This is an optimization exercise on Yosys and OpenROAD, whose aim is small area, a short achievable clock period and few clock cycles per item, not a production implementation. The RTL was checked by simulation tests, not by an equivalence proof against the original design.

[flow/design.v]
`timescale 1ns / 1ps
package ggdc_pkg;
  localparam int CORDIC_STEPS_DEF = 16;
  localparam int ATAN_IW          = 5;    
  localparam int PC_W             = 3;
  localparam logic [1:0] OPN_TICK  = 2'd0;
  localparam logic [1:0] OPN_START = 2'd1;
  localparam logic [1:0] OPN_STOP  = 2'd2;
  localparam longint    PI_Q30       = 64'd3373259426;
  localparam int        PI_Q13       = 25736;
  localparam int        INV_GAIN_Q16 = 39797;
  localparam int        RECIP5_Q18   = 52429;   
  localparam int        TURN_MAX     = 3277;
  localparam int        DRV_TURN_MAX = 2048;
  localparam int        SPEED_MIN    = 819;
  localparam int        SPEED_MAX    = 3277;
  localparam int        SPEED_SAT_D  = 409;     
  typedef enum logic [2:0] {
    OP_IDLE, OP_ROTATE, OP_MUL_LO, OP_MUL_HI, OP_DIST, OP_DECIDE, OP_FINISH, OP_EMIT
  } op_t;
  typedef enum logic [1:0] {
    J_NEXT, J_DISPATCH, J_LOOP, J_WAIT_OUT
  } jmp_t;
  typedef logic [PC_W-1:0] pc_t;
  typedef struct packed {
    op_t  op;
    jmp_t jmp;
    pc_t  target;
  } ucode_t;
  typedef struct packed {
    logic go;
    logic stop;
    logic out_free;
  } cond_t;
  localparam pc_t PC_IDLE   = 3'd0;
  localparam pc_t PC_ROTATE = 3'd1;
  localparam pc_t PC_MUL_LO = 3'd2;
  localparam pc_t PC_MUL_HI = 3'd3;
  localparam pc_t PC_DIST   = 3'd4;
  localparam pc_t PC_DECIDE = 3'd5;
  localparam pc_t PC_FINISH = 3'd6;
  localparam pc_t PC_EMIT   = 3'd7;
endpackage
`timescale 1ns / 1ps
module ggdc_add #(
  parameter int W = 8,
  parameter int STYLE = 1
) (
  input  logic [W-1:0] a,
  input  logic [W-1:0] b,
  input  logic         ci,
  output logic [W-1:0] s
);
  if (STYLE == 0) begin : g_plain
    assign s = a + b + W'(ci);
  end else if (STYLE == 2) begin : g_ripple
    logic [W:0] c;
    always_comb begin
      c[0] = ci;
      for (int i = 0; i < W; i++) begin
        s[i]   = a[i] ^ b[i] ^ c[i];
        c[i+1] = (a[i] & b[i]) | (c[i] & (a[i] ^ b[i]));
      end
    end
  end else begin : g_bk
    localparam int L = $clog2(W);
    logic [W-1:0] p, g, gg, pp;
    always_comb begin
      p  = a ^ b;
      g  = a & b;
      gg = g;
      pp = p;
      gg[0] = g[0] | (p[0] & ci);
      for (int l = 0; l < L; l++) begin
        for (int i = (2 << l) - 1; i < W; i += (2 << l)) begin
          gg[i] = gg[i] | (pp[i] & gg[i - (1 << l)]);
          pp[i] = pp[i] & pp[i - (1 << l)];
        end
      end
      for (int l = L - 2; l >= 0; l--) begin
        for (int i = (3 << l) - 1; i < W; i += (2 << l)) begin
          gg[i] = gg[i] | (pp[i] & gg[i - (1 << l)]);
          pp[i] = pp[i] & pp[i - (1 << l)];
        end
      end
      s[0] = p[0] ^ ci;
      for (int i = 1; i < W; i++) s[i] = p[i] ^ gg[i-1];
    end
  end
endmodule
`timescale 1ns / 1ps
module go_to_goal_drive_controller_unit (
  input  logic        clk,
  input  logic        rst,
  input  logic        psel,
  input  logic        penable,
  input  logic        pwrite,
  input  logic [3:0]  paddr,
  input  logic [31:0] pwdata,
  output logic [31:0] prdata,
  output logic        pready,
  input  logic        s_tvalid,
  output logic        s_tready,
  input  logic [79:0] s_tdata,    
  input  logic [2:0]  s_tuser,    
  output logic        m_tvalid,
  input  logic        m_tready,
  output logic [31:0] m_tdata,    
  output logic [0:0]  m_tuser     
);
  localparam int ADD_STYLE = 1;
  logic signed [31:0] goal_east, goal_north;
  logic [15:0]        arrive_radius;
  logic [14:0]        heading_tolerance;
  wire                cfg_wr = psel & penable & pwrite;
  assign pready = 1'b1;
  always_ff @(posedge clk) begin
    if (rst) begin
      goal_east         <= '0;
      goal_north        <= '0;
      arrive_radius     <= 16'd128;
      heading_tolerance <= 15'd1229;
    end else if (cfg_wr) begin
      case (paddr[3:2])
        2'd0:    goal_east         <= pwdata;
        2'd1:    goal_north        <= pwdata;
        2'd2:    arrive_radius     <= pwdata[15:0];
        default: heading_tolerance <= pwdata[14:0];
      endcase
    end
  end
  always_comb begin
    case (paddr[3:2])
      2'd0:    prdata = goal_east;
      2'd1:    prdata = goal_north;
      2'd2:    prdata = {16'b0, arrive_radius};
      default: prdata = {17'b0, heading_tolerance};
    endcase
  end
  wire adv      = ~m_tvalid | m_tready;
  assign s_tready = adv;
  wire in_acc   = s_tvalid & adv;
  wire in_start = s_tuser[1:0] == 2'd1;
  wire in_stop  = s_tuser[1:0] == 2'd2;
  wire in_tick  = (s_tuser[1:0] == 2'd0) & s_tuser[2];    
  logic [1:0] r1_k;    
  logic signed [15:0] r1_hd;
  logic signed [32:0] r1_dx;
  logic signed [32:0] r1_dy;
  always_ff @(posedge clk) begin
    if (rst) r1_k <= 2'd0;
    else if (adv) r1_k <= in_acc ? {in_tick | in_stop, in_tick | in_start} : 2'd0;
    if (adv) begin
      r1_hd <= s_tdata[79:64];
      r1_dx <= {goal_east[31], goal_east} - {s_tdata[31], s_tdata[31:0]};
      r1_dy <= {goal_north[31], goal_north} - {s_tdata[63], s_tdata[63:32]};
    end
  end
  wire        c0_neg = r1_dx[32];
  wire        c0_dyn = r1_dy[32];
  wire        c0_dyz = ~|r1_dy;
  wire        s_0    = c0_neg ? (c0_dyn | c0_dyz) : ~c0_dyn;    
  wire        c0_mx  = s_0 ^ c0_neg;
  wire [32:0] c0_ax  = r1_dx ^ {33{c0_neg}};
  wire [32:0] c0_ay  = r1_dy ^ {33{c0_dyn}};
  wire [32:0] c0_by  = r1_dy ^ {33{c0_neg}};
  wire [32:0] c0_bx  = r1_dx ^ {33{c0_mx}};
  wire [34:0] c0_x1  = {{2{c0_ax[32]}}, c0_ax} + {{2{c0_ay[32]}}, c0_ay} + {34'b0, c0_neg} + {34'b0, c0_dyn};
  wire [34:0] c0_y1  = {{2{c0_by[32]}}, c0_by} + {{2{c0_bx[32]}}, c0_bx} + {34'b0, c0_neg} + {34'b0, c0_mx};
  wire [1:0]  c0_q   = {c0_neg, ~c0_dyn};    
  wire [44:0] xn_0 = {c0_x1[32:0], 12'b0};
  wire signed [44:0] yn_0 = {c0_y1[32:0], 12'b0};
  logic [1:0] r2_k;    
  logic signed [15:0] r2_hd;
  logic [1:0] r2_q;
  logic [0:0] r2_s;
  logic [44:12] r2_x;
  logic signed [44:12] r2_y;
  always_ff @(posedge clk) begin
    if (rst) r2_k <= 2'd0;
    else if (adv) r2_k <= r1_k;
    if (adv) begin
      r2_hd <= r1_hd;
      r2_q <= c0_q;
      r2_s <= {s_0};
      r2_x <= xn_0[44:12];
      r2_y <= yn_0[44:12];
    end
  end
  wire [44:0] x_1 = {r2_x, 12'b0};
  wire signed [44:0] y_1 = {r2_y, 12'b0};
  wire s_1 = ~y_1[44];    
  wire signed [44:0] ysh_1 = y_1 >>> 1;
  wire [44:0] xsh_1 = x_1 >> 1;
  wire [45:0] xn_1;
  ggdc_add #(.W(46), .STYLE(ADD_STYLE)) u_ax1 (.a(46'(x_1)), .b(46'(ysh_1) ^ {46{~s_1}}), .ci(~s_1), .s(xn_1));
  wire signed [45:0] yn_1;
  ggdc_add #(.W(46), .STYLE(ADD_STYLE)) u_ay1 (.a(46'(y_1)), .b(46'({1'b0, xsh_1}) ^ {46{s_1}}), .ci(s_1), .s(yn_1));
  logic [1:0] r3_k;    
  logic signed [15:0] r3_hd;
  logic [1:0] r3_q;
  logic [1:0] r3_s;
  logic [45:11] r3_x;
  logic signed [45:11] r3_y;
  always_ff @(posedge clk) begin
    if (rst) r3_k <= 2'd0;
    else if (adv) r3_k <= r2_k;
    if (adv) begin
      r3_hd <= r2_hd;
      r3_q <= r2_q;
      r3_s <= {{s_1}, r2_s};
      r3_x <= xn_1[45:11];
      r3_y <= yn_1[45:11];
    end
  end
  wire [45:0] x_2 = {r3_x, 11'b0};
  wire signed [45:0] y_2 = {r3_y, 11'b0};
  wire s_2 = ~y_2[45];    
  wire signed [45:0] ysh_2 = y_2 >>> 2;
  wire [45:0] xsh_2 = x_2 >> 2;
  wire [45:0] xn_2;
  ggdc_add #(.W(46), .STYLE(ADD_STYLE)) u_ax2 (.a(46'(x_2)), .b(46'(ysh_2) ^ {46{~s_2}}), .ci(~s_2), .s(xn_2));
  wire signed [44:0] yn_2;
  ggdc_add #(.W(45), .STYLE(ADD_STYLE)) u_ay2 (.a(45'(y_2)), .b(45'({1'b0, xsh_2}) ^ {45{s_2}}), .ci(s_2), .s(yn_2));
  logic [1:0] r4_k;    
  logic signed [15:0] r4_hd;
  logic [1:0] r4_q;
  logic [2:0] r4_s;
  logic [45:9] r4_x;
  logic signed [44:9] r4_y;
  always_ff @(posedge clk) begin
    if (rst) r4_k <= 2'd0;
    else if (adv) r4_k <= r3_k;
    if (adv) begin
      r4_hd <= r3_hd;
      r4_q <= r3_q;
      r4_s <= {{s_2}, r3_s};
      r4_x <= xn_2[45:9];
      r4_y <= yn_2[44:9];
    end
  end
  wire [45:0] x_3 = {r4_x, 9'b0};
  wire signed [44:0] y_3 = {r4_y, 9'b0};
  wire s_3 = ~y_3[44];    
  wire signed [44:0] ysh_3 = y_3 >>> 3;
  wire [45:0] xsh_3 = x_3 >> 3;
  wire [45:0] xn_3;
  ggdc_add #(.W(46), .STYLE(ADD_STYLE)) u_ax3 (.a(46'(x_3)), .b(46'(ysh_3) ^ {46{~s_3}}), .ci(~s_3), .s(xn_3));
  wire signed [43:0] yn_3;
  ggdc_add #(.W(44), .STYLE(ADD_STYLE)) u_ay3 (.a(44'(y_3)), .b(44'({1'b0, xsh_3}) ^ {44{s_3}}), .ci(s_3), .s(yn_3));
  logic [1:0] r5_k;    
  logic signed [15:0] r5_hd;
  logic [1:0] r5_q;
  logic [3:0] r5_s;
  logic [45:6] r5_x;
  logic signed [43:6] r5_y;
  always_ff @(posedge clk) begin
    if (rst) r5_k <= 2'd0;
    else if (adv) r5_k <= r4_k;
    if (adv) begin
      r5_hd <= r4_hd;
      r5_q <= r4_q;
      r5_s <= {{s_3}, r4_s};
      r5_x <= xn_3[45:6];
      r5_y <= yn_3[43:6];
    end
  end
  wire [45:0] x_4 = {r5_x, 6'b0};
  wire signed [43:0] y_4 = {r5_y, 6'b0};
  wire s_4 = ~y_4[43];    
  wire signed [43:0] ysh_4 = y_4 >>> 4;
  wire [45:0] xsh_4 = x_4 >> 4;
  wire [45:0] xn_4;
  ggdc_add #(.W(46), .STYLE(ADD_STYLE)) u_ax4 (.a(46'(x_4)), .b(46'(ysh_4) ^ {46{~s_4}}), .ci(~s_4), .s(xn_4));
  wire signed [42:0] yn_4;
  ggdc_add #(.W(43), .STYLE(ADD_STYLE)) u_ay4 (.a(43'(y_4)), .b(43'({1'b0, xsh_4}) ^ {43{s_4}}), .ci(s_4), .s(yn_4));
  logic [1:0] r6_k;    
  logic signed [15:0] r6_hd;
  logic [1:0] r6_q;
  logic [4:0] r6_s;
  logic [45:2] r6_x;
  logic signed [42:2] r6_y;
  always_ff @(posedge clk) begin
    if (rst) r6_k <= 2'd0;
    else if (adv) r6_k <= r5_k;
    if (adv) begin
      r6_hd <= r5_hd;
      r6_q <= r5_q;
      r6_s <= {{s_4}, r5_s};
      r6_x <= xn_4[45:2];
      r6_y <= yn_4[42:2];
    end
  end
  wire [45:0] x_5 = {r6_x, 2'b0};
  wire signed [42:0] y_5 = {r6_y, 2'b0};
  wire s_5 = ~y_5[42];    
  wire signed [42:0] ysh_5 = y_5 >>> 5;
  wire [45:0] xsh_5 = x_5 >> 5;
  wire [45:0] xn_5;
  ggdc_add #(.W(46), .STYLE(ADD_STYLE)) u_ax5 (.a(46'(x_5)), .b(46'(ysh_5) ^ {46{~s_5}}), .ci(~s_5), .s(xn_5));
  wire signed [41:0] yn_5;
  ggdc_add #(.W(42), .STYLE(ADD_STYLE)) u_ay5 (.a(42'(y_5)), .b(42'({1'b0, xsh_5}) ^ {42{s_5}}), .ci(s_5), .s(yn_5));
  wire sgn_5 = yn_5[41];
  wire [40:0] yhn_5 = yn_5[40:0] ^ {41{sgn_5}};
  logic [1:0] r7_k;    
  logic signed [15:0] r7_hd;
  logic [1:0] r7_q;
  logic [5:0] r7_s;
  logic [45:0] r7_x;
  logic [40:0] r7_yh;
  logic  r7_sg;
  always_ff @(posedge clk) begin
    if (rst) r7_k <= 2'd0;
    else if (adv) r7_k <= r6_k;
    if (adv) begin
      r7_hd <= r6_hd;
      r7_q <= r6_q;
      r7_s <= {{s_5}, r6_s};
      r7_x <= xn_5[45:0];
      r7_yh <= yhn_5;
      r7_sg <= sgn_5;
    end
  end
  wire [45:0] x_6 = r7_x;
  wire [40:0] yh_6 = r7_yh;
  wire sg_6 = r7_sg;
  wire s_6 = ~sg_6;    
  wire [40:0] yhs_6 = yh_6 >> 6;
  wire [45:0] xsh_6 = x_6 >> 6;
  wire [45:0] xn_6;
  ggdc_add #(.W(46), .STYLE(ADD_STYLE)) u_ax6 (.a(46'(x_6)), .b(46'(yhs_6)), .ci(sg_6), .s(xn_6));
  wire [40:0] yd_6;
  ggdc_add #(.W(41), .STYLE(ADD_STYLE)) u_ay6 (.a(41'(yh_6)), .b(~(41'({1'b0, xsh_6}))), .ci(1'b1), .s(yd_6));
  wire sgn_6 = yd_6[40] ^ sg_6;
  wire [39:0] yhn_6 = yd_6[39:0] ^ {40{yd_6[40]}};
  logic [1:0] r8_k;    
  logic signed [15:0] r8_hd;
  logic [1:0] r8_q;
  logic [6:0] r8_s;
  logic [45:0] r8_x;
  logic [39:0] r8_yh;
  logic  r8_sg;
  always_ff @(posedge clk) begin
    if (rst) r8_k <= 2'd0;
    else if (adv) r8_k <= r7_k;
    if (adv) begin
      r8_hd <= r7_hd;
      r8_q <= r7_q;
      r8_s <= {{s_6}, r7_s};
      r8_x <= xn_6[45:0];
      r8_yh <= yhn_6;
      r8_sg <= sgn_6;
    end
  end
  wire [45:0] x_7 = r8_x;
  wire [39:0] yh_7 = r8_yh;
  wire sg_7 = r8_sg;
  wire s_7 = ~sg_7;    
  wire [39:0] yhs_7 = yh_7 >> 7;
  wire [45:0] xsh_7 = x_7 >> 7;
  wire [45:0] xn_7;
  ggdc_add #(.W(46), .STYLE(ADD_STYLE)) u_ax7 (.a(46'(x_7)), .b(46'(yhs_7)), .ci(sg_7), .s(xn_7));
  wire [39:0] yd_7;
  ggdc_add #(.W(40), .STYLE(ADD_STYLE)) u_ay7 (.a(40'(yh_7)), .b(~(40'({1'b0, xsh_7}))), .ci(1'b1), .s(yd_7));
  wire sgn_7 = yd_7[39] ^ sg_7;
  wire [38:0] yhn_7 = yd_7[38:0] ^ {39{yd_7[39]}};
  logic [1:0] r9_k;    
  logic signed [15:0] r9_hd;
  logic [1:0] r9_q;
  logic [7:0] r9_s;
  logic [45:0] r9_x;
  logic [38:0] r9_yh;
  logic  r9_sg;
  always_ff @(posedge clk) begin
    if (rst) r9_k <= 2'd0;
    else if (adv) r9_k <= r8_k;
    if (adv) begin
      r9_hd <= r8_hd;
      r9_q <= r8_q;
      r9_s <= {{s_7}, r8_s};
      r9_x <= xn_7[45:0];
      r9_yh <= yhn_7;
      r9_sg <= sgn_7;
    end
  end
  wire [45:0] x_8 = r9_x;
  wire [38:0] yh_8 = r9_yh;
  wire sg_8 = r9_sg;
  wire s_8 = ~sg_8;    
  wire [38:0] yhs_8 = yh_8 >> 8;
  wire [45:0] xsh_8 = x_8 >> 8;
  wire [45:0] xn_8;
  ggdc_add #(.W(46), .STYLE(ADD_STYLE)) u_ax8 (.a(46'(x_8)), .b(46'(yhs_8)), .ci(sg_8), .s(xn_8));
  wire [38:0] yd_8;
  ggdc_add #(.W(39), .STYLE(ADD_STYLE)) u_ay8 (.a(39'(yh_8)), .b(~(39'({1'b0, xsh_8}))), .ci(1'b1), .s(yd_8));
  wire sgn_8 = yd_8[38] ^ sg_8;
  wire [37:0] yhn_8 = yd_8[37:0] ^ {38{yd_8[38]}};
  logic [1:0] r10_k;    
  logic signed [15:0] r10_hd;
  logic [1:0] r10_q;
  logic [8:0] r10_s;
  logic [45:0] r10_x;
  logic [37:0] r10_yh;
  logic  r10_sg;
  always_ff @(posedge clk) begin
    if (rst) r10_k <= 2'd0;
    else if (adv) r10_k <= r9_k;
    if (adv) begin
      r10_hd <= r9_hd;
      r10_q <= r9_q;
      r10_s <= {{s_8}, r9_s};
      r10_x <= xn_8[45:0];
      r10_yh <= yhn_8;
      r10_sg <= sgn_8;
    end
  end
  wire [45:0] x_9 = r10_x;
  wire [37:0] yh_9 = r10_yh;
  wire sg_9 = r10_sg;
  wire s_9 = ~sg_9;    
  wire [37:0] yhs_9 = yh_9 >> 9;
  wire [45:0] xsh_9 = x_9 >> 9;
  wire [45:0] xn_9;
  ggdc_add #(.W(46), .STYLE(ADD_STYLE)) u_ax9 (.a(46'(x_9)), .b(46'(yhs_9)), .ci(sg_9), .s(xn_9));
  wire [37:0] yd_9;
  ggdc_add #(.W(38), .STYLE(ADD_STYLE)) u_ay9 (.a(38'(yh_9)), .b(~(38'({1'b0, xsh_9}))), .ci(1'b1), .s(yd_9));
  wire sgn_9 = yd_9[37] ^ sg_9;
  wire [36:0] yhn_9 = yd_9[36:0] ^ {37{yd_9[37]}};
  logic [1:0] r11_k;    
  logic signed [15:0] r11_hd;
  logic [1:0] r11_q;
  logic [9:0] r11_s;
  logic [45:0] r11_x;
  logic [36:0] r11_yh;
  logic  r11_sg;
  always_ff @(posedge clk) begin
    if (rst) r11_k <= 2'd0;
    else if (adv) r11_k <= r10_k;
    if (adv) begin
      r11_hd <= r10_hd;
      r11_q <= r10_q;
      r11_s <= {{s_9}, r10_s};
      r11_x <= xn_9[45:0];
      r11_yh <= yhn_9;
      r11_sg <= sgn_9;
    end
  end
  wire [45:0] x_10 = r11_x;
  wire [36:0] yh_10 = r11_yh;
  wire sg_10 = r11_sg;
  wire s_10 = ~sg_10;    
  wire [36:0] yhs_10 = yh_10 >> 10;
  wire [45:0] xsh_10 = x_10 >> 10;
  wire [45:0] xn_10;
  ggdc_add #(.W(46), .STYLE(ADD_STYLE)) u_ax10 (.a(46'(x_10)), .b(46'(yhs_10)), .ci(sg_10), .s(xn_10));
  wire [36:0] yd_10;
  ggdc_add #(.W(37), .STYLE(ADD_STYLE)) u_ay10 (.a(37'(yh_10)), .b(~(37'({1'b0, xsh_10}))), .ci(1'b1), .s(yd_10));
  wire sgn_10 = yd_10[36] ^ sg_10;
  wire [35:0] yhn_10 = yd_10[35:0] ^ {36{yd_10[36]}};
  logic [1:0] r12_k;    
  logic signed [15:0] r12_hd;
  logic [1:0] r12_q;
  logic [10:0] r12_s;
  logic [45:0] r12_x;
  logic [35:0] r12_yh;
  logic  r12_sg;
  always_ff @(posedge clk) begin
    if (rst) r12_k <= 2'd0;
    else if (adv) r12_k <= r11_k;
    if (adv) begin
      r12_hd <= r11_hd;
      r12_q <= r11_q;
      r12_s <= {{s_10}, r11_s};
      r12_x <= xn_10[45:0];
      r12_yh <= yhn_10;
      r12_sg <= sgn_10;
    end
  end
  wire [45:0] x_11 = r12_x;
  wire [35:0] yh_11 = r12_yh;
  wire sg_11 = r12_sg;
  wire s_11 = ~sg_11;    
  wire [35:0] yhs_11 = yh_11 >> 11;
  wire [45:0] xsh_11 = x_11 >> 11;
  wire [45:0] xn_11;
  ggdc_add #(.W(46), .STYLE(ADD_STYLE)) u_ax11 (.a(46'(x_11)), .b(46'(yhs_11)), .ci(sg_11), .s(xn_11));
  wire [35:0] yd_11;
  ggdc_add #(.W(36), .STYLE(ADD_STYLE)) u_ay11 (.a(36'(yh_11)), .b(~(36'({1'b0, xsh_11}))), .ci(1'b1), .s(yd_11));
  wire sgn_11 = yd_11[35] ^ sg_11;
  wire [34:0] yhn_11 = yd_11[34:0] ^ {35{yd_11[35]}};
  logic [1:0] r13_k;    
  logic signed [15:0] r13_hd;
  logic [1:0] r13_q;
  logic [11:0] r13_s;
  logic [45:0] r13_x;
  logic [34:0] r13_yh;
  logic  r13_sg;
  always_ff @(posedge clk) begin
    if (rst) r13_k <= 2'd0;
    else if (adv) r13_k <= r12_k;
    if (adv) begin
      r13_hd <= r12_hd;
      r13_q <= r12_q;
      r13_s <= {{s_11}, r12_s};
      r13_x <= xn_11[45:0];
      r13_yh <= yhn_11;
      r13_sg <= sgn_11;
    end
  end
  wire [45:0] x_12 = r13_x;
  wire [34:0] yh_12 = r13_yh;
  wire sg_12 = r13_sg;
  wire s_12 = ~sg_12;    
  wire [34:0] yhs_12 = yh_12 >> 12;
  wire [45:0] xsh_12 = x_12 >> 12;
  wire [45:0] xn_12;
  ggdc_add #(.W(46), .STYLE(ADD_STYLE)) u_ax12 (.a(46'(x_12)), .b(46'(yhs_12)), .ci(sg_12), .s(xn_12));
  wire [34:0] yd_12;
  ggdc_add #(.W(35), .STYLE(ADD_STYLE)) u_ay12 (.a(35'(yh_12)), .b(~(35'({1'b0, xsh_12}))), .ci(1'b1), .s(yd_12));
  wire sgn_12 = yd_12[34] ^ sg_12;
  wire [33:0] yhn_12 = yd_12[33:0] ^ {34{yd_12[34]}};
  logic [1:0] r14_k;    
  logic signed [15:0] r14_hd;
  logic [1:0] r14_q;
  logic [12:0] r14_s;
  logic [45:0] r14_x;
  logic [33:0] r14_yh;
  logic  r14_sg;
  always_ff @(posedge clk) begin
    if (rst) r14_k <= 2'd0;
    else if (adv) r14_k <= r13_k;
    if (adv) begin
      r14_hd <= r13_hd;
      r14_q <= r13_q;
      r14_s <= {{s_12}, r13_s};
      r14_x <= xn_12[45:0];
      r14_yh <= yhn_12;
      r14_sg <= sgn_12;
    end
  end
  wire [45:0] x_13 = r14_x;
  wire [33:0] yh_13 = r14_yh;
  wire sg_13 = r14_sg;
  wire s_13 = ~sg_13;    
  wire [33:0] yhs_13 = yh_13 >> 13;
  wire [45:0] xsh_13 = x_13 >> 13;
  wire [45:0] xn_13;
  ggdc_add #(.W(46), .STYLE(ADD_STYLE)) u_ax13 (.a(46'(x_13)), .b(46'(yhs_13)), .ci(sg_13), .s(xn_13));
  wire [33:0] yd_13;
  ggdc_add #(.W(34), .STYLE(ADD_STYLE)) u_ay13 (.a(34'(yh_13)), .b(~(34'({1'b0, xsh_13}))), .ci(1'b1), .s(yd_13));
  wire sgn_13 = yd_13[33] ^ sg_13;
  wire [32:0] yhn_13 = yd_13[32:0] ^ {33{yd_13[33]}};
  logic [1:0] r15_k;    
  logic signed [15:0] r15_hd;
  logic [1:0] r15_q;
  logic [13:0] r15_s;
  logic [45:0] r15_x;
  logic [32:0] r15_yh;
  logic  r15_sg;
  always_ff @(posedge clk) begin
    if (rst) r15_k <= 2'd0;
    else if (adv) r15_k <= r14_k;
    if (adv) begin
      r15_hd <= r14_hd;
      r15_q <= r14_q;
      r15_s <= {{s_13}, r14_s};
      r15_x <= xn_13[45:0];
      r15_yh <= yhn_13;
      r15_sg <= sgn_13;
    end
  end
  wire [45:0] x_14 = r15_x;
  wire [32:0] yh_14 = r15_yh;
  wire sg_14 = r15_sg;
  wire s_14 = ~sg_14;    
  wire [32:0] yhs_14 = yh_14 >> 14;
  wire [45:0] xsh_14 = x_14 >> 14;
  wire [45:0] xn_14;
  ggdc_add #(.W(46), .STYLE(ADD_STYLE)) u_ax14 (.a(46'(x_14)), .b(46'(yhs_14)), .ci(sg_14), .s(xn_14));
  wire [32:0] yd_14;
  ggdc_add #(.W(33), .STYLE(ADD_STYLE)) u_ay14 (.a(33'(yh_14)), .b(~(33'({1'b0, xsh_14}))), .ci(1'b1), .s(yd_14));
  wire sgn_14 = yd_14[32] ^ sg_14;
  wire [31:0] yhn_14 = yd_14[31:0] ^ {32{yd_14[32]}};
  logic [1:0] r16_k;    
  logic signed [15:0] r16_hd;
  logic [1:0] r16_q;
  logic [14:0] r16_s;
  logic [45:0] r16_x;
  logic [31:0] r16_yh;
  logic  r16_sg;
  always_ff @(posedge clk) begin
    if (rst) r16_k <= 2'd0;
    else if (adv) r16_k <= r15_k;
    if (adv) begin
      r16_hd <= r15_hd;
      r16_q <= r15_q;
      r16_s <= {{s_14}, r15_s};
      r16_x <= xn_14[45:0];
      r16_yh <= yhn_14;
      r16_sg <= sgn_14;
    end
  end
  wire [45:0] x_15 = r16_x;
  wire [31:0] yh_15 = r16_yh;
  wire sg_15 = r16_sg;
  wire s_15 = ~sg_15;    
  wire [31:0] yhs_15 = yh_15 >> 15;
  wire [45:0] xsh_15 = x_15 >> 15;
  wire [45:0] xn_15;
  ggdc_add #(.W(46), .STYLE(ADD_STYLE)) u_ax15 (.a(46'(x_15)), .b(46'(yhs_15)), .ci(sg_15), .s(xn_15));
  wire [31:0] yd_15;
  ggdc_add #(.W(32), .STYLE(ADD_STYLE)) u_ay15 (.a(32'(yh_15)), .b(~(32'({1'b0, xsh_15}))), .ci(1'b1), .s(yd_15));
  wire sgn_15 = yd_15[31] ^ sg_15;
  wire [30:0] yhn_15 = yd_15[30:0] ^ {31{yd_15[31]}};
  wire [14:0] sg = 15'({{s_15}, r16_s});    
  wire [4:0] ta_i = ~sg[4:0];
  logic [33:0] ta;
  always_comb begin
    case (ta_i)
      5'd0: ta = 34'd3609486738;
      5'd1: ta = 34'd1922857024;
      5'd2: ta = 34'd2613811080;
      5'd3: ta = 34'd927181366;
      5'd4: ta = 34'd3083399064;
      5'd5: ta = 34'd1396769350;
      5'd6: ta = 34'd2087723406;
      5'd7: ta = 34'd401093692;
      5'd8: ta = 34'd3342436420;
      5'd9: ta = 34'd1655806706;
      5'd10: ta = 34'd2346760762;
      5'd11: ta = 34'd660131048;
      5'd12: ta = 34'd2816348746;
      5'd13: ta = 34'd1129719032;
      5'd14: ta = 34'd1820673088;
      5'd15: ta = 34'd134043374;
      5'd16: ta = 34'd3475443364;
      5'd17: ta = 34'd1788813650;
      5'd18: ta = 34'd2479767706;
      5'd19: ta = 34'd793137992;
      5'd20: ta = 34'd2949355690;
      5'd21: ta = 34'd1262725976;
      5'd22: ta = 34'd1953680032;
      5'd23: ta = 34'd267050318;
      5'd24: ta = 34'd3208393046;
      5'd25: ta = 34'd1521763332;
      5'd26: ta = 34'd2212717388;
      5'd27: ta = 34'd526087674;
      5'd28: ta = 34'd2682305372;
      5'd29: ta = 34'd995675658;
      5'd30: ta = 34'd1686629714;
      5'd31: ta = 34'd0;
      default: ta = '0;
    endcase
  end
  wire [4:0] tb_i = ~sg[9:5];
  logic [33:0] tb;
  always_comb begin
    case (tb_i)
      5'd0: tb = 34'd129998472;
      5'd1: tb = 34'd62911440;
      5'd2: tb = 34'd96446770;
      5'd3: tb = 34'd29359738;
      5'd4: tb = 34'd113221598;
      5'd5: tb = 34'd46134566;
      5'd6: tb = 34'd79669896;
      5'd7: tb = 34'd12582864;
      5'd8: tb = 34'd121609906;
      5'd9: tb = 34'd54522874;
      5'd10: tb = 34'd88058204;
      5'd11: tb = 34'd20971172;
      5'd12: tb = 34'd104833032;
      5'd13: tb = 34'd37746000;
      5'd14: tb = 34'd71281330;
      5'd15: tb = 34'd4194298;
      5'd16: tb = 34'd125804174;
      5'd17: tb = 34'd58717142;
      5'd18: tb = 34'd92252472;
      5'd19: tb = 34'd25165440;
      5'd20: tb = 34'd109027300;
      5'd21: tb = 34'd41940268;
      5'd22: tb = 34'd75475598;
      5'd23: tb = 34'd8388566;
      5'd24: tb = 34'd117415608;
      5'd25: tb = 34'd50328576;
      5'd26: tb = 34'd83863906;
      5'd27: tb = 34'd16776874;
      5'd28: tb = 34'd100638734;
      5'd29: tb = 34'd33551702;
      5'd30: tb = 34'd67087032;
      5'd31: tb = 34'd0;
      default: tb = '0;
    endcase
  end
  logic [35:0] kq;
  always_comb begin
    case (r16_q)
      2'b11:   kq = 36'd1501649045;
      2'b10:   kq = 36'd63474606929;
      default: kq = 36'd66847866355;
    endcase
  end
  wire [35:0] zf = {14'b0, sg[10], sg[11], sg[12], sg[13], sg[14], 17'b0};    
  wire [35:0] zh = {~{{3{r16_hd[15]}}, r16_hd}, 17'b0};
  wire [35:0] zc_s0_0 = kq ^ 36'(ta) ^ 36'(tb);
  wire [35:0] zc_c0_0 = {((kq & 36'(ta)) | (kq & 36'(tb)) | (36'(ta) & 36'(tb)))} << 1;
  wire [35:0] zc_s1_0 = zc_s0_0 ^ zc_c0_0 ^ zf;
  wire [35:0] zc_c1_0 = {((zc_s0_0 & zc_c0_0) | (zc_s0_0 & zf) | (zc_c0_0 & zf))} << 1;
  wire [35:0] zc_s2_0 = zc_s1_0 ^ zc_c1_0 ^ zh;
  wire [35:0] zc_c2_0 = {((zc_s1_0 & zc_c1_0) | (zc_s1_0 & zh) | (zc_c1_0 & zh))} << 1;
  wire [17:0] zlo;
  ggdc_add #(.W(18), .STYLE(ADD_STYLE)) u_zl (.a({1'b0, zc_s2_0[16:0]}), .b({1'b0, zc_c2_0[16:0]}), .ci(1'b0), .s(zlo));
  wire [18:0] zhs = zc_s2_0[35:17];
  wire [18:0] zhc = zc_c2_0[35:17];
  wire xbig_15 = (|x_15[45:29]) | xn_15[29];
  logic [1:0] r17_k;    
  logic  r17_s15;
  logic [18:0] r17_zhs;
  logic [18:0] r17_zhc;
  logic  r17_zca;
  logic  r17_zl16;
  logic [28:0] r17_x;
  logic  r17_big;
  always_ff @(posedge clk) begin
    if (rst) r17_k <= 2'd0;
    else if (adv) r17_k <= r16_k;
    if (adv) begin
      r17_s15 <= s_15;
      r17_zhs <= zhs;
      r17_zhc <= zhc;
      r17_zca <= zlo[17];
      r17_zl16 <= zlo[16];
      r17_x <= xn_15[28:0];
      r17_big <= xbig_15;
    end
  end
  wire        zc2 = r17_zl16 & r17_s15;    
  wire [18:0] zk  = {17'b0, zc2 & r17_zca, zc2 ^ r17_zca};
  wire [18:0] ec_s0_0 = r17_zhs ^ r17_zhc ^ zk;
  wire [18:0] ec_c0_0 = {((r17_zhs & r17_zhc) | (r17_zhs & zk) | (r17_zhc & zk))} << 1;
  wire signed [18:0] err_raw;
  ggdc_add #(.W(19), .STYLE(ADD_STYLE)) u_er (.a(ec_s0_0), .b(ec_c0_0), .ci(1'b0), .s(err_raw));
  wire        dbig = r17_big;
  wire [45:0] dx29 = 46'(r17_x);
  wire [45:0] dc_s0_0 = (dx29 << 15) ^ (dx29 << 13) ^ (dx29 << 2);
  wire [45:0] dc_c0_0 = {(((dx29 << 15) & (dx29 << 13)) | ((dx29 << 15) & (dx29 << 2)) | ((dx29 << 13) & (dx29 << 2)))} << 1;
  wire [45:0] dc_s0_3 = dx29 ^ ~(dx29 << 10) ^ ~(dx29 << 7);
  wire [45:0] dc_c0_3 = {((dx29 & ~(dx29 << 10)) | (dx29 & ~(dx29 << 7)) | (~(dx29 << 10) & ~(dx29 << 7)))} << 1;
  wire [45:0] dc_s1_0 = dc_s0_0 ^ dc_c0_0 ^ dc_s0_3;
  wire [45:0] dc_c1_0 = {((dc_s0_0 & dc_c0_0) | (dc_s0_0 & dc_s0_3) | (dc_c0_0 & dc_s0_3))} << 1;
  wire [45:0] dc_s1_3 = dc_c0_3 ^ ~(dx29 << 4) ^ 46'd134217731;
  wire [45:0] dc_c1_3 = {((dc_c0_3 & ~(dx29 << 4)) | (dc_c0_3 & 46'd134217731) | (~(dx29 << 4) & 46'd134217731))} << 1;
  wire [45:0] dc_s2_0 = dc_s1_0 ^ dc_c1_0 ^ dc_s1_3;
  wire [45:0] dc_c2_0 = {((dc_s1_0 & dc_c1_0) | (dc_s1_0 & dc_s1_3) | (dc_c1_0 & dc_s1_3))} << 1;
  wire [45:0] dc_s3_0 = dc_s2_0 ^ dc_c2_0 ^ dc_c1_3;
  wire [45:0] dc_c3_0 = {((dc_s2_0 & dc_c2_0) | (dc_s2_0 & dc_c1_3) | (dc_c2_0 & dc_c1_3))} << 1;
  wire [28:0] dlo;
  ggdc_add #(.W(29), .STYLE(ADD_STYLE)) u_dl (.a({1'b0, dc_s3_0[27:0]}), .b({1'b0, dc_c3_0[27:0]}), .ci(1'b0), .s(dlo));
  logic [1:0] r18_k;    
  logic signed [18:0] r18_err;
  logic [16:0] r18_ds;
  logic [16:0] r18_dc;
  logic  r18_dcy;
  logic  r18_big;
  always_ff @(posedge clk) begin
    if (rst) r18_k <= 2'd0;
    else if (adv) r18_k <= r17_k;
    if (adv) begin
      r18_err <= err_raw;
      r18_ds <= dc_s3_0[44:28];
      r18_dc <= dc_c3_0[44:28];
      r18_dcy <= dlo[28];
      r18_big <= dbig;
    end
  end
  wire [16:0] dval;
  ggdc_add #(.W(17), .STYLE(ADD_STYLE)) u_dh (.a(r18_ds), .b(r18_dc), .ci(r18_dcy), .s(dval));
  localparam logic signed [18:0] PI_E   = 19'sd25736;
  localparam logic signed [18:0] TWO_PI = 19'sd51472;
  logic signed [18:0] err_w;
  always_comb begin
    if (r18_err > PI_E)       err_w = r18_err - TWO_PI;
    else if (r18_err < -PI_E) err_w = r18_err + TWO_PI;
    else                       err_w = r18_err;
  end
  wire        e_neg = err_w[18];
  wire [15:0] e_mag = 16'(e_neg ? -err_w : err_w);      
  wire        reach = ~r18_big & ({1'b0, dval} < {2'b0, arrive_radius});
  wire        d_hi  = r18_big | (dval > 17'd409);
  wire        d_lo  = dval < 17'd103;                   
  logic [1:0] r19_k;    
  logic  r19_reach;
  logic  r19_hi;
  logic  r19_lo;
  logic  r19_neg;
  logic [15:0] r19_mag;
  logic [8:0] r19_d;
  always_ff @(posedge clk) begin
    if (rst) r19_k <= 2'd0;
    else if (adv) r19_k <= r18_k;
    if (adv) begin
      r19_reach <= reach;
      r19_hi <= d_hi;
      r19_lo <= d_lo;
      r19_neg <= e_neg;
      r19_mag <= e_mag;
      r19_d <= dval[8:0];
    end
  end
  wire        spin   = {1'b0, r19_mag} > {2'b0, heading_tolerance};
  wire [17:0] spin_t = (18'(r19_mag) + {1'b0, r19_mag, 1'b0} + 18'd2) >> 2;    
  wire        f_sat  = r19_mag >= 16'd5119;
  wire [27:0] f_m    = 28'(r19_mag[12:0]);
  wire [27:0] fc_s0_0 = (f_m << 14) ^ (f_m << 13) ^ (f_m << 10);
  wire [27:0] fc_c0_0 = {(((f_m << 14) & (f_m << 13)) | ((f_m << 14) & (f_m << 10)) | ((f_m << 13) & (f_m << 10)))} << 1;
  wire [27:0] fc_s0_3 = (f_m << 9) ^ (f_m << 6) ^ (f_m << 5);
  wire [27:0] fc_c0_3 = {(((f_m << 9) & (f_m << 6)) | ((f_m << 9) & (f_m << 5)) | ((f_m << 6) & (f_m << 5)))} << 1;
  wire [27:0] fc_s1_0 = fc_s0_0 ^ fc_c0_0 ^ fc_s0_3;
  wire [27:0] fc_c1_0 = {((fc_s0_0 & fc_c0_0) | (fc_s0_0 & fc_s0_3) | (fc_c0_0 & fc_s0_3))} << 1;
  wire [27:0] fc_s1_3 = fc_c0_3 ^ (f_m << 3) ^ 28'd26216;
  wire [27:0] fc_c1_3 = {((fc_c0_3 & (f_m << 3)) | (fc_c0_3 & 28'd26216) | ((f_m << 3) & 28'd26216))} << 1;
  wire [27:0] fc_s2_0 = fc_s1_0 ^ fc_c1_0 ^ fc_s1_3;
  wire [27:0] fc_c2_0 = {((fc_s1_0 & fc_c1_0) | (fc_s1_0 & fc_s1_3) | (fc_c1_0 & fc_s1_3))} << 1;
  wire [27:0] fc_s3_0 = fc_s2_0 ^ fc_c2_0 ^ fc_c1_3;
  wire [27:0] fc_c3_0 = {((fc_s2_0 & fc_c2_0) | (fc_s2_0 & fc_c1_3) | (fc_c2_0 & fc_c1_3))} << 1;
  wire [16:0] f_lo;
  ggdc_add #(.W(17), .STYLE(ADD_STYLE)) u_fl (.a({1'b0, fc_s3_0[15:0]}), .b({1'b0, fc_c3_0[15:0]}), .ci(1'b0), .s(f_lo));
  wire [11:0] f_s = fc_s3_0[27:16];
  wire [11:0] f_c = fc_c3_0[27:16];
  wire        spin_sat = r19_mag >= 16'd4370;                
  wire [11:0] spd = r19_hi ? 12'd3277 : (r19_lo ? 12'd819 : {r19_d, 3'b0});
  logic [1:0] r20_k;    
  logic  r20_reach;
  logic  r20_neg;
  logic  r20_spin;
  logic  r20_ssat;
  logic  r20_fsat;
  logic [11:0] r20_st;
  logic [11:0] r20_fs;
  logic [11:0] r20_fc;
  logic  r20_fcy;
  logic [11:0] r20_spd;
  always_ff @(posedge clk) begin
    if (rst) r20_k <= 2'd0;
    else if (adv) r20_k <= r19_k;
    if (adv) begin
      r20_reach <= r19_reach;
      r20_neg <= r19_neg;
      r20_spin <= spin;
      r20_ssat <= spin_sat;
      r20_fsat <= f_sat;
      r20_st <= spin_t[11:0];
      r20_fs <= f_s;
      r20_fc <= f_c;
      r20_fcy <= f_lo[16];
      r20_spd <= spd;
    end
  end
  wire [11:0] f_q;
  ggdc_add #(.W(12), .STYLE(ADD_STYLE)) u_fh (.a(r20_fs), .b(r20_fc), .ci(r20_fcy), .s(f_q));    
  wire [11:0] t_mag = r20_spin ? (r20_ssat ? 12'd3277 : r20_st) : (r20_fsat ? 12'd2048 : f_q);
  wire [11:0] o_spd = r20_spin ? 12'd0 : r20_spd;
  logic armed;
  wire  q_v = (|r20_k), q_tick = (&r20_k), q_stop = (r20_k == 2'd2);
  wire  tick_live = q_v & q_tick & armed;
  wire  beat      = q_v & (q_stop | tick_live);
  logic [11:0] o_speed;
  logic [12:0] o_turn;
  logic        o_arr;
  always_ff @(posedge clk) begin
    if (rst) begin
      armed    <= 1'b0;
      m_tvalid <= 1'b0;
    end else if (adv) begin
      m_tvalid <= beat;
      if (q_v & ~q_tick & ~q_stop) armed <= 1'b1;    
      else if (q_v & q_stop)       armed <= 1'b0;    
      else if (tick_live & r20_reach)       armed <= 1'b0;    
    end
    if (adv) begin
      if (~tick_live | r20_reach) begin
        o_speed <= '0;
        o_turn  <= '0;
      end else begin
        o_speed <= o_spd;
        o_turn  <= r20_neg ? -{1'b0, t_mag} : {1'b0, t_mag};
      end
      o_arr <= tick_live & r20_reach;
    end
  end
  assign m_tdata = {7'b0, o_turn, o_speed};
  assign m_tuser = o_arr;
endmodule
[flow/run.sh]
#!/bin/bash
# synth_recipe.tcl (not shown) runs the flow's synth.tcl, then flattens the netlist and writes it again
# the make line also repeats each setting of config.mk as NAME=value (left out here)
make -C /OpenROAD-flow-scripts/flow DESIGN_CONFIG=/design/flow/config.mk WORK_HOME=/design/flow/orfs CLKGATE_MAP_FILE= SYNTH_SCRIPT=/design/flow/synth_recipe.tcl finish
[flow/config.mk]
export PLATFORM = sky130hd
export DESIGN_NAME = go_to_goal_drive_controller_unit
export DESIGN_NICKNAME = go_to_goal_drive_controller_unit
export VERILOG_FILES = /design/flow/design.v
export SDC_FILE = /design/flow/constraint.sdc
export NUM_CORES = 4
export LEC_CHECK = 0
export CAP_MARGIN = 20
export CORE_MARGIN = 2
export CORE_UTILIZATION = 40
export CTS_BUF_LIST = sky130_fd_sc_hd__clkbuf_16
export CTS_CLUSTER_DIAMETER = 80
export CTS_CLUSTER_SIZE = 20
export SETUP_SLACK_MARGIN = 5
export SLEW_MARGIN = 20
[flow/constraint.sdc]
create_clock -name core_clock -period 10.0 [get_ports {clk}]
set_input_delay 2.0000 -clock core_clock [delete_from_list [all_inputs] [get_ports {clk}]]
set_output_delay 2.0000 -clock core_clock [all_outputs]
set_load 0.01 [all_outputs]
==> results of run 1 <==
-- synthesized netlist by cell type, drive strengths merged (10+ instances only) --
| cell type | number |
|---|---|
| edfxtp | 1897 |
| inv | 1620 |
| ha | 1549 |
| xnor2 | 988 |
| fa | 720 |
| xor2 | 645 |
| a21oi | 618 |
| nand2 | 555 |
| a21o | 403 |
| nor2 | 356 |
| o21ai | 279 |
| clkbuf | 138 |
| dfxtp | 137 |
| nand3 | 113 |
| nand2b | 108 |
| nor2b | 98 |
| o21a | 96 |
| nor3 | 87 |
| o21bai | 84 |
| nand4 | 83 |
| and3 | 70 |
| buf | 68 |
| and2 | 45 |
| a211oi | 43 |
| a31oi | 42 |
| nor4 | 42 |
| o31ai | 33 |
| a31o | 27 |
| mux2i | 25 |
| o211ai | 25 |
| and4 | 24 |
| a21boi | 22 |
| or3 | 21 |
| o22ai | 18 |
| mux4 | 16 |
| a211o | 14 |
| a221oi | 14 |
| a311oi | 14 |
| or2 | 14 |
| a41oi | 13 |
| a41o | 11 |
| a2111oi | 10 |
| a22oi | 10 |
-- worst paths after layout --
check | to | slack [ps] | cells past startpoint
setup reg to reg | r2_y[44] | 4950 | 22
hold / removal | r13_hd[3] | 400 | 0
setup / recovery | r2_y[44] | 4950 | 22
hold reg to reg | r13_hd[3] | 400 | 0
-- critical path, delay by kind of cell, from the launching register on --
kind                       cells  cell delay, ps
AOI/OAI and AO/OA              9            1920
adders and majority gates      2             540
DFF                            1             460
and+or+nand+nor                8            1470
buffers and inverters          1             150
xor gates and xnor gates       2             230
-- area by class of cell --
class	count	area, sq um
well taps	4515	5650
inverters	1623	6130
repair inverters	2	17.5
multi-input cells	7465	70400
repair buffers	424	4520
diodes	6	15.0
flip-flops and latches	2034	59700
fillers	30512	185000
clock inverters	85	861
clock buffers	156	3900
-- cells by family (layout without fill, tap and decap cells) --
kind of cell             Yosys count  count (layout)  share of synthesized area, %
other                              2              14                       0.00555
flip-flops                      2034            2034                          44.1
adder cells (fa/ha/maj)         2272            2272                          25.0
AND/OR/NAND/NOR                 1657            1659                          5.90
AO/OA/AOI/OAI                   1850            1850                          8.79
XOR/XNOR                        1633            1633                          10.6
multiplexers                      43              43                         0.468
buffers and inverters           1829            2290                          5.12
-- flip-flops by register name, indices dropped and copies added (netlist names), 41 cells and up --
register and cells:
r9_x 46, r13_x 46, r6_x 44, r11_x 46
r10_x 46, r7_yh 41, r12_x 46, r7_x 46
r16_x 46, r8_x 46, r6_y 41, r15_x 46
r14_x 46
-- stage by stage --
step | std cells | worst slack, ps | hold slack (ps) | util (%)
5_1_grt | 16306 | 4760 | 392 | 44.9
3_3_place_gp | 15879 | 3650 | 400 | 42.4
4_1_cts | 16224 | 4980 | 385 | 44.4
2_1_floorplan | 11326 | 1220 | 400 | -
3_5_place_dp | 15879 | 3640 | 405 | 42.4
6_report | 16310 | 4950 | 396 | 44.9
-- placed cells by master (no fill, tap or decap), types with 21 or more instances in the layout --
| master | instances |
|---|---|
| nor2b_1 | 96 |
| mux2i_1 | 24 |
| xor2_1 | 632 |
| nor4_1 | 27 |
| edfxtp_1 | 1897 |
| buf_12 | 33 |
| buf_4 | 173 |
| a21o_1 | 403 |
| and2_1 | 45 |
| dlygate4sd2_1 | 24 |
| xnor2_1 | 961 |
| and4_1 | 24 |
| clkdlybuf4s50_1 | 143 |
| o21a_1 | 95 |
| nand2_1 | 551 |
| nor3_1 | 81 |
| o21ai_0 | 249 |
| o211ai_1 | 25 |
| nand4_1 | 83 |
| a21oi_2 | 39 |
| a31oi_1 | 36 |
| ha_1 | 1520 |
| dfxtp_1 | 137 |
| clkbuf_16 | 161 |
| nor2_1 | 351 |
| a211oi_1 | 39 |
| nand2b_1 | 107 |
| xnor2_2 | 21 |
| fa_1 | 711 |
| a21oi_1 | 576 |
| a31o_2 | 26 |
| o21bai_1 | 82 |
| nand3_1 | 112 |
| inv_1 | 1615 |
| and3_1 | 69 |
-- per-layer routing --
layer	share of wire, %	global-route usage [%]	vias up
li1	-	-	39770
met1	43	24.2	41309
met2	51	34.0	1422
met3	3.6	1.88	427
met4	2.8	4.85	4
met5	0.021	0	-
-- timing repair --
item,4_1_cts,5_1_grt
gates resized for setup,277,194
endpoints found under the setup margin,937,450
buffers inserted,87,74
pin swaps,61,79
gates cloned,17,5
==> impl_metrics.toml, run 1 <==
[job]
cap_violations = 0

[floorplanning]
core_area_sq_um = 337000
die_w_microns = 586
row_count = 213
start_util_pct = 40.2
die_h_microns = 586
die_area_sq_um = 343000
pin_count = 194

[setup_path]
worst_setup_path_start_kind = "flip-flop"
startpoint = "r1_dy[24]"
crit_path_end_kind = "flip-flop"
crit_path_top_delay_cell = "edfxtp_1"
critPathMaxFanout = 4
cp_common_cell = "xnor2_1"
critPathKind = "reg2reg"
r2r-start = "r1_dy[24]"
cp.arrival_ps = 5660
crit_required_ps = 10600
cpPeakStageDelay_ps = 460
crit_chain = "nor4_4 > nand4_1 > nor2_2 > nand2_2 > nand2_4 > buf_6 > xnor2_1 > ha_1 > ha_4 > nor2b_1 > o21ai_2 > a21boi_2 > o21a_1 > o211ai_1 > a21o_1 > nand2_1 > o41a_1 > a21oi_2 > nand4bb_1 > a31o_2 > a21oi_4 > xnor2_1"

[global_routing]
grt_pass1_wl_microns = 503000
grt_pass1_vias = 87055
overflow = 0
grt_max_degree = 182
track_usage_pct = 18.9
antenna_found_initial = 13

[detailed_routing]
drt_iter0_markers = 5445
viasPerCell = 5.08
detail_route.wl_per_cell_microns = 20.0
drcViolationCount = 0
ant_nets = 0
first_pass_iters = 6
detailroute.via_count = 82932
drt-total-wl_microns = 326000

[synth]
synthArstFlopShare_pct = 0
yosysWarnings = 35
synth.cell_area_sq_um = 135000
syn_inst = 11320
avgSynthCellArea_sq_um = 12.0
yosysTopAreaCellShare_pct = 42.1
synth_top_flop_cell = "edfxtp_1"
synth_area_leaders = "edfxtp_1 (42%), ha_1 (14%), fa_1 (11%)"
yosysTopAreaCell = "edfxtp_1"
synth-edff-count = 1897
synth.distinct_cells = 88
ys_ff_latch = 2034
synth_seq_area_share_pct = 44.1

[timing]
finalSetupViolCount = 0
max-slew-margin-rel_pct = 21.2
worstMarginPinSlew_ps = 1180
setup_tns_ps = 0
period_needed_ps = 5050
finClkSkew_ps = 66.6
period_share_pct = 50.5
slew_viol_final = 0
fmax_ghz = 0.198
final_hold_viol_count = 0
rsz0062_at_grt = "yes"

[clocking]
h-tree-depth = 4
clock-sinks = 2034
postCtsHoldBufs = 0
cts_tree = "done"
cts_max_path_buffers = 4
clockRootBuffer = "clkbuf_16"
clkSlewWorstSetupHoldPaths_ps = 90
cts_inserted_buffers = 149
clkLatencyLatePin_ps = 870

[place]
port_buffers = 183
hpwlAfterDp_microns = 255000
globalplace.congestion = 0.905
placed_area_sq_um = 143000

[cells_and_area]
final_nets = 14094
syn_to_final_growth_pct = 11.7
final_area_sq_um = 151000
drive_above_1_share_pct = 6.78

[worst_hold_path]
hp-class = "reg2reg"
hold_start = "r12_hd[3]"

[status]
status = "complete, no violations"
Testbench counts, summed over its fixed seeds: cycles 3,160, items 2,603.
==> inputs of run 2 (changes only) <==
--- a/flow/design.v
+++ b/flow/design.v
@@ -149,2 +149,3 @@
   logic signed [32:0] r1_dy;
+  logic  r1_dyz;
   always_ff @(posedge clk) begin
@@ -156,2 +157,3 @@
       r1_dy <= {goal_north[31], goal_north} - {s_tdata[63], s_tdata[63:32]};
+      r1_dyz <= goal_north == s_tdata[63:32];
     end
@@ -160,3 +162,3 @@
   wire        c0_dyn = r1_dy[32];
-  wire        c0_dyz = ~|r1_dy;
+  wire        c0_dyz = r1_dyz;    
   wire        s_0    = c0_neg ? (c0_dyn | c0_dyz) : ~c0_dyn;    
==> run 2 against run 1 <==
Effect of this change: routed wire length about the same; synthesized area increased by 0.31%; via count increased by 0.22%; non-clock buffer count decreased by 96; still clean; sequential share of layout area increased by 0.35 points; sequential cell count increased by 1; critical path depth decreased by 1; cell count decreased by 0.55%; clock skew decreased by 7.3 ps.
==> impl_metrics.toml, run 2 <==
[status]
status = "complete, no violations"

[synth]
ys_ff_latch = 2035
synthTopCellsByCount = "edfxtp_1 (1,898), inv_1 (1,621), ha_1 (1,549), xnor2_1 (902), fa_1 (720)"
synthArstFlopShare_pct = 0
yosysWarnings = 35
avgSynthCellArea_sq_um = 12.0
synth_xor_area_share_pct = 10.4
yosysTopAreaCellShare_pct = 42.0
synth_top_family_by_area = "adder cells"
post-synth-top-count-cell = "edfxtp_1"
synth_seq_area_share_pct = 44.0
synth-edff-count = 1898
yosys.area_share.simple_pct = 5.72
yosysTopAreaCell = "edfxtp_1"
synth_fa_ha_area_share_pct = 24.9
synth_compound_area_share_pct = 9.34
synth_top_flop_cell = "edfxtp_1"
synth.cell_area_sq_um = 136000
synth.distinct_cells = 103
synth_area_leaders = "edfxtp_1 (42%), ha_1 (14%), fa_1 (11%)"
syn_inst = 11330
muxShareOfSynthArea_pct = 0.515

[cells_and_area]
syn_to_final_growth_pct = 10.4
layout_common_cells = "edfxtp_1 (1,898), inv_1 (1,619), ha_1 (1,540)"
final_nets = 14008
drive_above_1_share_pct = 5.40
fillCellCount = 30665
layout_commonest_cell = "edfxtp_1"

[detailed_routing]
detail_route.wl_per_cell_microns = 20.1
first_pass_iters = 5
drcViolationCount = 0
drt_iter0_markers = 5151
ant_nets = 0
detailroute.via_count = 83117
viasPerCell = 5.12
drt-total-wl_microns = 326000

[clocking]
cts_tree = "done"
cts_max_path_buffers = 4
clkLatencyLatePin_ps = 880
h-tree-depth = 4
clkSlewWorstSetupHoldPaths_ps = 80
postCtsHoldBufs = 0
clock-sinks = 2035
clockRootBuffer = "clkbuf_16"
cts_inserted_buffers = 151

[timing]
finalSetupViolCount = 0
final_hold_viol_count = 0
fin_ws_ps = 4950
finClkSkew_ps = 59.3
rsz0062_at_grt = "yes"
worstMarginPinSlew_ps = 1050
fmax_ghz = 0.198
max-slew-margin-rel_pct = 29.5
slew_viol_final = 0
period_needed_ps = 5050
period_share_pct = 50.5
setup_tns_ps = 0

[global_routing]
antenna_found_initial = 9
grt_pass1_vias = 87370
grt_pass1_wl_microns = 506000
track_usage_pct = 18.7
grt_max_degree = 151
overflow = 0

[floorplanning]
die_h_microns = 587
core_area_sq_um = 337000
die_area_sq_um = 344000
start_util_pct = 40.3
row_count = 213
die_w_microns = 587
pin_count = 194

[setup_path]
crit_path_end_kind = "flip-flop"
crit_path_top_delay_cell = "a2111oi_4"
reg2regPathDepth = 21
critPathKind = "reg2reg"
cpPeakStageDelay_ps = 480
crit_required_ps = 10600
worst_setup_path_start_kind = "flip-flop"
cp.arrival_ps = 5640
crit_chain = "buf_6 > buf_6 > xnor2_2 > ha_2 > a21o_1 > a21o_1 > a2111oi_4 > o31ai_4 > a221o_1 > nand3_2 > o41ai_4 > o31a_1 > a41oi_2 > a211oi_2 > a31o_2 > fa_2 > xnor2_4 > buf_12 > buf_12 > clkbuf_16 > xnor2_1"
critPathMaxFanout = 8

[place]
port_buffers = 183
hpwlAfterDp_microns = 257000
pre_cts_ws_ps = 2730
globalplace.congestion = 0.902

[job]
cap_violations = 0

[worst_hold_path]
hp-class = "reg2reg"
hold_depth = 0
-- run 2: cell count changes after synthesis, moves of 12 or more --
cell     previous run  this run
nand2_1           555       542
xor2_1            645       678
xnor2_1           981       902
nor3_1             87       101
a21o_1            403       444
and2_1             45        33
nor2_1            356       318
-- run 2: worst max-delay path, delay by kind of cell (launching register included) --
kind | cells | cell delay [ps]
compound gates | 10 | 2440
buf+inv | 5 | 740
fa+ha+maj | 2 | 590
xor+xnor | 3 | 420
flops | 1 | 420
simple gates | 1 | 140
-- run 2: final cells by class --
class                   count  area, sq um  area share [%]
diodes                      6         15.0          0.0100
clock buffers             156         3900            2.60
clock inverters            83          887           0.592
inverters                1622         6120            4.08
multi-input cells        7472        70100            46.7
flip-flops and latches   2035        59700            39.8
well taps                4515         5650            3.77
repair buffers            328         3530            2.35
repair inverters            3         26.3          0.0175
-- run 2: repair_timing --
action | in CTS | in global routing
gates resized for setup | 166 | 130
hold endpoints to repair | 0 | 0
pin swaps | 12 | 37
buffers inserted | 36 | 38
gates cloned | 11 | 6
setup endpoints to repair | 1318 | 706
-- run 2: final timing paths --
kind | startpoint | to | slack (ps)
max | r6_y[42] | r7_yh[28] | 4950
min | r12_hd[15] | r13_hd[15] | 390
max reg2reg | r6_y[42] | r7_yh[28] | 4950
min reg2reg | r12_hd[15] | r13_hd[15] | 390
-- run 2: routing by layer --
layer	up-vias	track usage (%)	part of all wire (%)
met5	-	0	0
met4	0	4.96	2.7
met3	401	1.74	3.3
met2	1414	32.9	50
met1	41557	24.5	44
li1	39745	-	-
-- run 2: through the flow --
stage	cells	hold WS (ps)	util [%]	instance area, sq um
after floorplan	11336	400	-	136000
after global placement	15884	401	42.4	143000
after detailed placement	15884	405	42.4	143000
after CTS	16170	388	44.2	149000
after global routing	16218	405	44.5	150000
final	16220	388	44.5	150000
-- run 2: logic make-up (layout without fill, tap and decap cells) --
logic type / Yosys count / in the layout
fa+ha+maj: 2272 / 2272
flops: 2035 / 2035
compound gates: 1945 / 1945
buf+inv: 1831 / 2192
simple gates: 1603 / 1605
xor+xnor: 1594 / 1594
mux: 48 / 48
other cells: 2 / 14
Testbench counts of run 2, summed over its fixed seeds: cycles 3,160, items 2,603.
==> inputs of run 3 (changes only) <==
--- a/flow/config.mk
+++ b/flow/config.mk
@@ -9,3 +9,3 @@
 export CORE_MARGIN = 2
-export CORE_UTILIZATION = 40
+export CORE_UTILIZATION = 55
 export CTS_BUF_LIST = sky130_fd_sc_hd__clkbuf_16
@@ -13,2 +13,3 @@
 export CTS_CLUSTER_SIZE = 20
+export PLACE_DENSITY = 0.7
 export SETUP_SLACK_MARGIN = 5
==> run 3 against run 2 <==
Effect of this change: clock skew decreased by 20 ps; largest cell class unchanged; critical path type is now in2out; critical endpoint is now prdata[2]; global-route usage increased by 6.1 points; utilization increased by 16 points; register-to-register slack improved by 80 ps.
==> impl_metrics.toml, run 3 <==
[synth]
synth-edff-count = 1898
yosysTopAreaCell = "edfxtp_1"
post-synth-top-count-cell = "edfxtp_1"
avgSynthCellArea_sq_um = 12.0
ys_ff_latch = 2035
synthTopCellsByCount = "edfxtp_1 (1,898), inv_1 (1,621), ha_1 (1,549), xnor2_1 (902), fa_1 (720)"
syn_inst = 11330
synthArstFlopShare_pct = 0
synth.distinct_cells = 103
synth.cell_area_sq_um = 136000
yosysWarnings = 35
synth_area_leaders = "edfxtp_1 (42%), ha_1 (14%), fa_1 (11%)"
yosysTopAreaCellShare_pct = 42.0
synth_top_flop_cell = "edfxtp_1"
synth_seq_area_share_pct = 44.0

[floorplanning]
die_w_microns = 501
die_h_microns = 501
core_area_sq_um = 246000
row_count = 182
pin_count = 194
die_area_sq_um = 251000
start_util_pct = 55.3

[setup_path]
critPathKind = "in2out"
critPathMaxFanout = 10
worst_setup_path_start_kind = "input port"
crit_path_end_kind = "output port"
crit_required_ps = 8000
cp.arrival_ps = 2990

[timing]
fmax_ghz = 0.201
max-slew-margin-rel_pct = 25.5
finalSetupViolCount = 0
rsz0062_at_grt = "yes"
setup_tns_ps = 0
holdWs_ps = 408
period_share_pct = 49.9
final_hold_viol_count = 0
worstMarginPinSlew_ps = 1120
slew_viol_final = 0
finClkSkew_ps = 39.0
period_needed_ps = 4990

[job]
cap_violations = 0

[cells_and_area]
layout_commonest_cell = "edfxtp_1"
fillCellCount = 19443
final_cells = 14917
drive_above_1_share_pct = 4.93
syn_to_final_growth_pct = 8.82
final_area_sq_um = 148000
final_nets = 13999
layout_common_cells = "edfxtp_1 (1,898), inv_1 (1,623), ha_1 (1,541)"

[detailed_routing]
drt_iter0_markers = 5753
ant_nets = 0
drcViolationCount = 0
drt-total-wl_microns = 311000
detail_route.wl_per_cell_microns = 20.8
viasPerCell = 5.58
first_pass_iters = 6
detailroute.via_count = 83267

[global_routing]
grt_pass1_vias = 86587
grt_max_degree = 218
track_usage_pct = 24.8
antenna_found_initial = 10
overflow = 0
grt_pass1_wl_microns = 486000

[status]
status = "complete, no violations"

[place]
globalplace.congestion = 0.916
placed_area_sq_um = 141000
hpwlAfterDp_microns = 244000
port_buffers = 183
dp.cells = 14593

[clocking]
cts_max_path_buffers = 3
clock-sinks = 2035
clockRootBuffer = "clkbuf_16"
cts_inserted_buffers = 141
h-tree-depth = 4
postCtsHoldBufs = 0
clkSlewWorstSetupHoldPaths_ps = 80
cts_tree = "done"
clkLatencyLatePin_ps = 820

[worst_hold_path]
hp-class = "reg2reg"
run 3: cell types whose count changed in the layout (fill, tap and decap cells not counted), moves of 8 or more:
| cell | previous run | this run |
|---|---|---|
| xnor2_2 | 31 | 16 |
| buf_6 | 25 | 16 |
| clkbuf_16 | 162 | 144 |
| xnor2_1 | 875 | 894 |
| buf_4 | 90 | 105 |
| o21ai_2 | 12 | 4 |
run 3: area by class of cell:
cell class	count	area, sq um	area share [%]
tap	3220	4030	2.73
timing repair inverter	2	17.5	0.0119
timing repair buffer	332	3470	2.35
antenna	4	10.0	0.00678
clock buffer	142	3550	2.41
inverter	1622	6130	4.15
multi-input combinational	7470	69800	47.2
clock inverter	90	1000	0.677
sequential	2035	59700	40.4
run 3: path summary, 6_finish.rpt:
| check | from | endpoint | slack [ps] | cells past startpoint |
|---|---|---|---|---|
| worst min register to register | r15_s[7] | r16_s[7] | 410 | 0 |
| worst max register to register | r6_y[42] | r7_yh[30] | 5030 | 19 |
| worst min-delay path | r15_s[7] | r16_s[7] | 410 | 0 |
| worst max-delay path | paddr[3] | prdata[2] | 5010 | 3 |
run 3: per-stage QoR:
step | setup WS, ps | utilization [%]
after floorplan | 1220 | -
after global placement | 3570 | 57.6
after detailed placement | 3450 | 57.6
after CTS | 5000 | 59.8
after global routing | 4850 | 60.1
final | 5010 | 60.1
run 3: critical path, stage by stage:
cell and delay (ps):
buf_16 130, mux4_2 540, dlygate4sd2_1 310
run 3: cell families (layout without fill, tap and decap cells):
group / after synthesis / in the layout / share of synthesized area [%]
simple gates: 1603 / 1603 / 5.72
mux: 48 / 48 / 0.515
fa+ha+maj: 2272 / 2272 / 24.9
other cells: 2 / 12 / 0.00553
xor+xnor: 1594 / 1594 / 10.4
buf+inv: 1831 / 2188 / 5.15
compound gates: 1945 / 1945 / 9.34
flops: 2035 / 2035 / 44.0
run 3: repair_timing:
item                       CTS  global route
cloned                      11             2
setup buffers               26            49
hold endpoints to repair     0             0
gates resized for setup    128           104
setup endpoints to repair  560           432
pin swaps                    7            16
run 3: routing by layer:
metal,GRT usage [%],up-vias,routed length [microns]
met1,32.8,41613,134000
met2,43.7,1533,157000
li1,-,39714,-
met5,0,-,0
met4,6.09,0,7680
met3,2.62,407,11700

==> separate check: timing with driven ports <==
How much do the figures lean on ideal ports? The routed layouts below were timed once more, with nothing changed but the port constraints. Step 1: set_driving_cell puts a clkbuf_16 on clk and a buf_2 on each other input, an assumption about the parent block. Step 2 times the ports against the registers' clock, not the clock port: input delays grow and output delays shrink by t, the midpoint of the rising clock arrivals with the driver on. a / b / c = ideal / step 1 / step 2; a / b = the first two.
run | t, ns | setup WS [ns] | worst register clock-pin slew, ns | pins driven straight from the clock port
run 1 | 0.932 | 4.946 / 4.829 / 4.223 | 0.09 / 0.09 | 1
run 2 | 0.948 | 4.951 / 4.847 / 4.188 | 0.09 / 0.09 | 1
run 3 | 0.903 | 5.013 / 4.801 / 4.258 | 0.09 / 0.09 | 1
After both steps setup and hold are still met in every run listed. The setup slack of run 2, which loses most, moves by -0.104 ns with the drivers and by -0.763 ns with both steps.
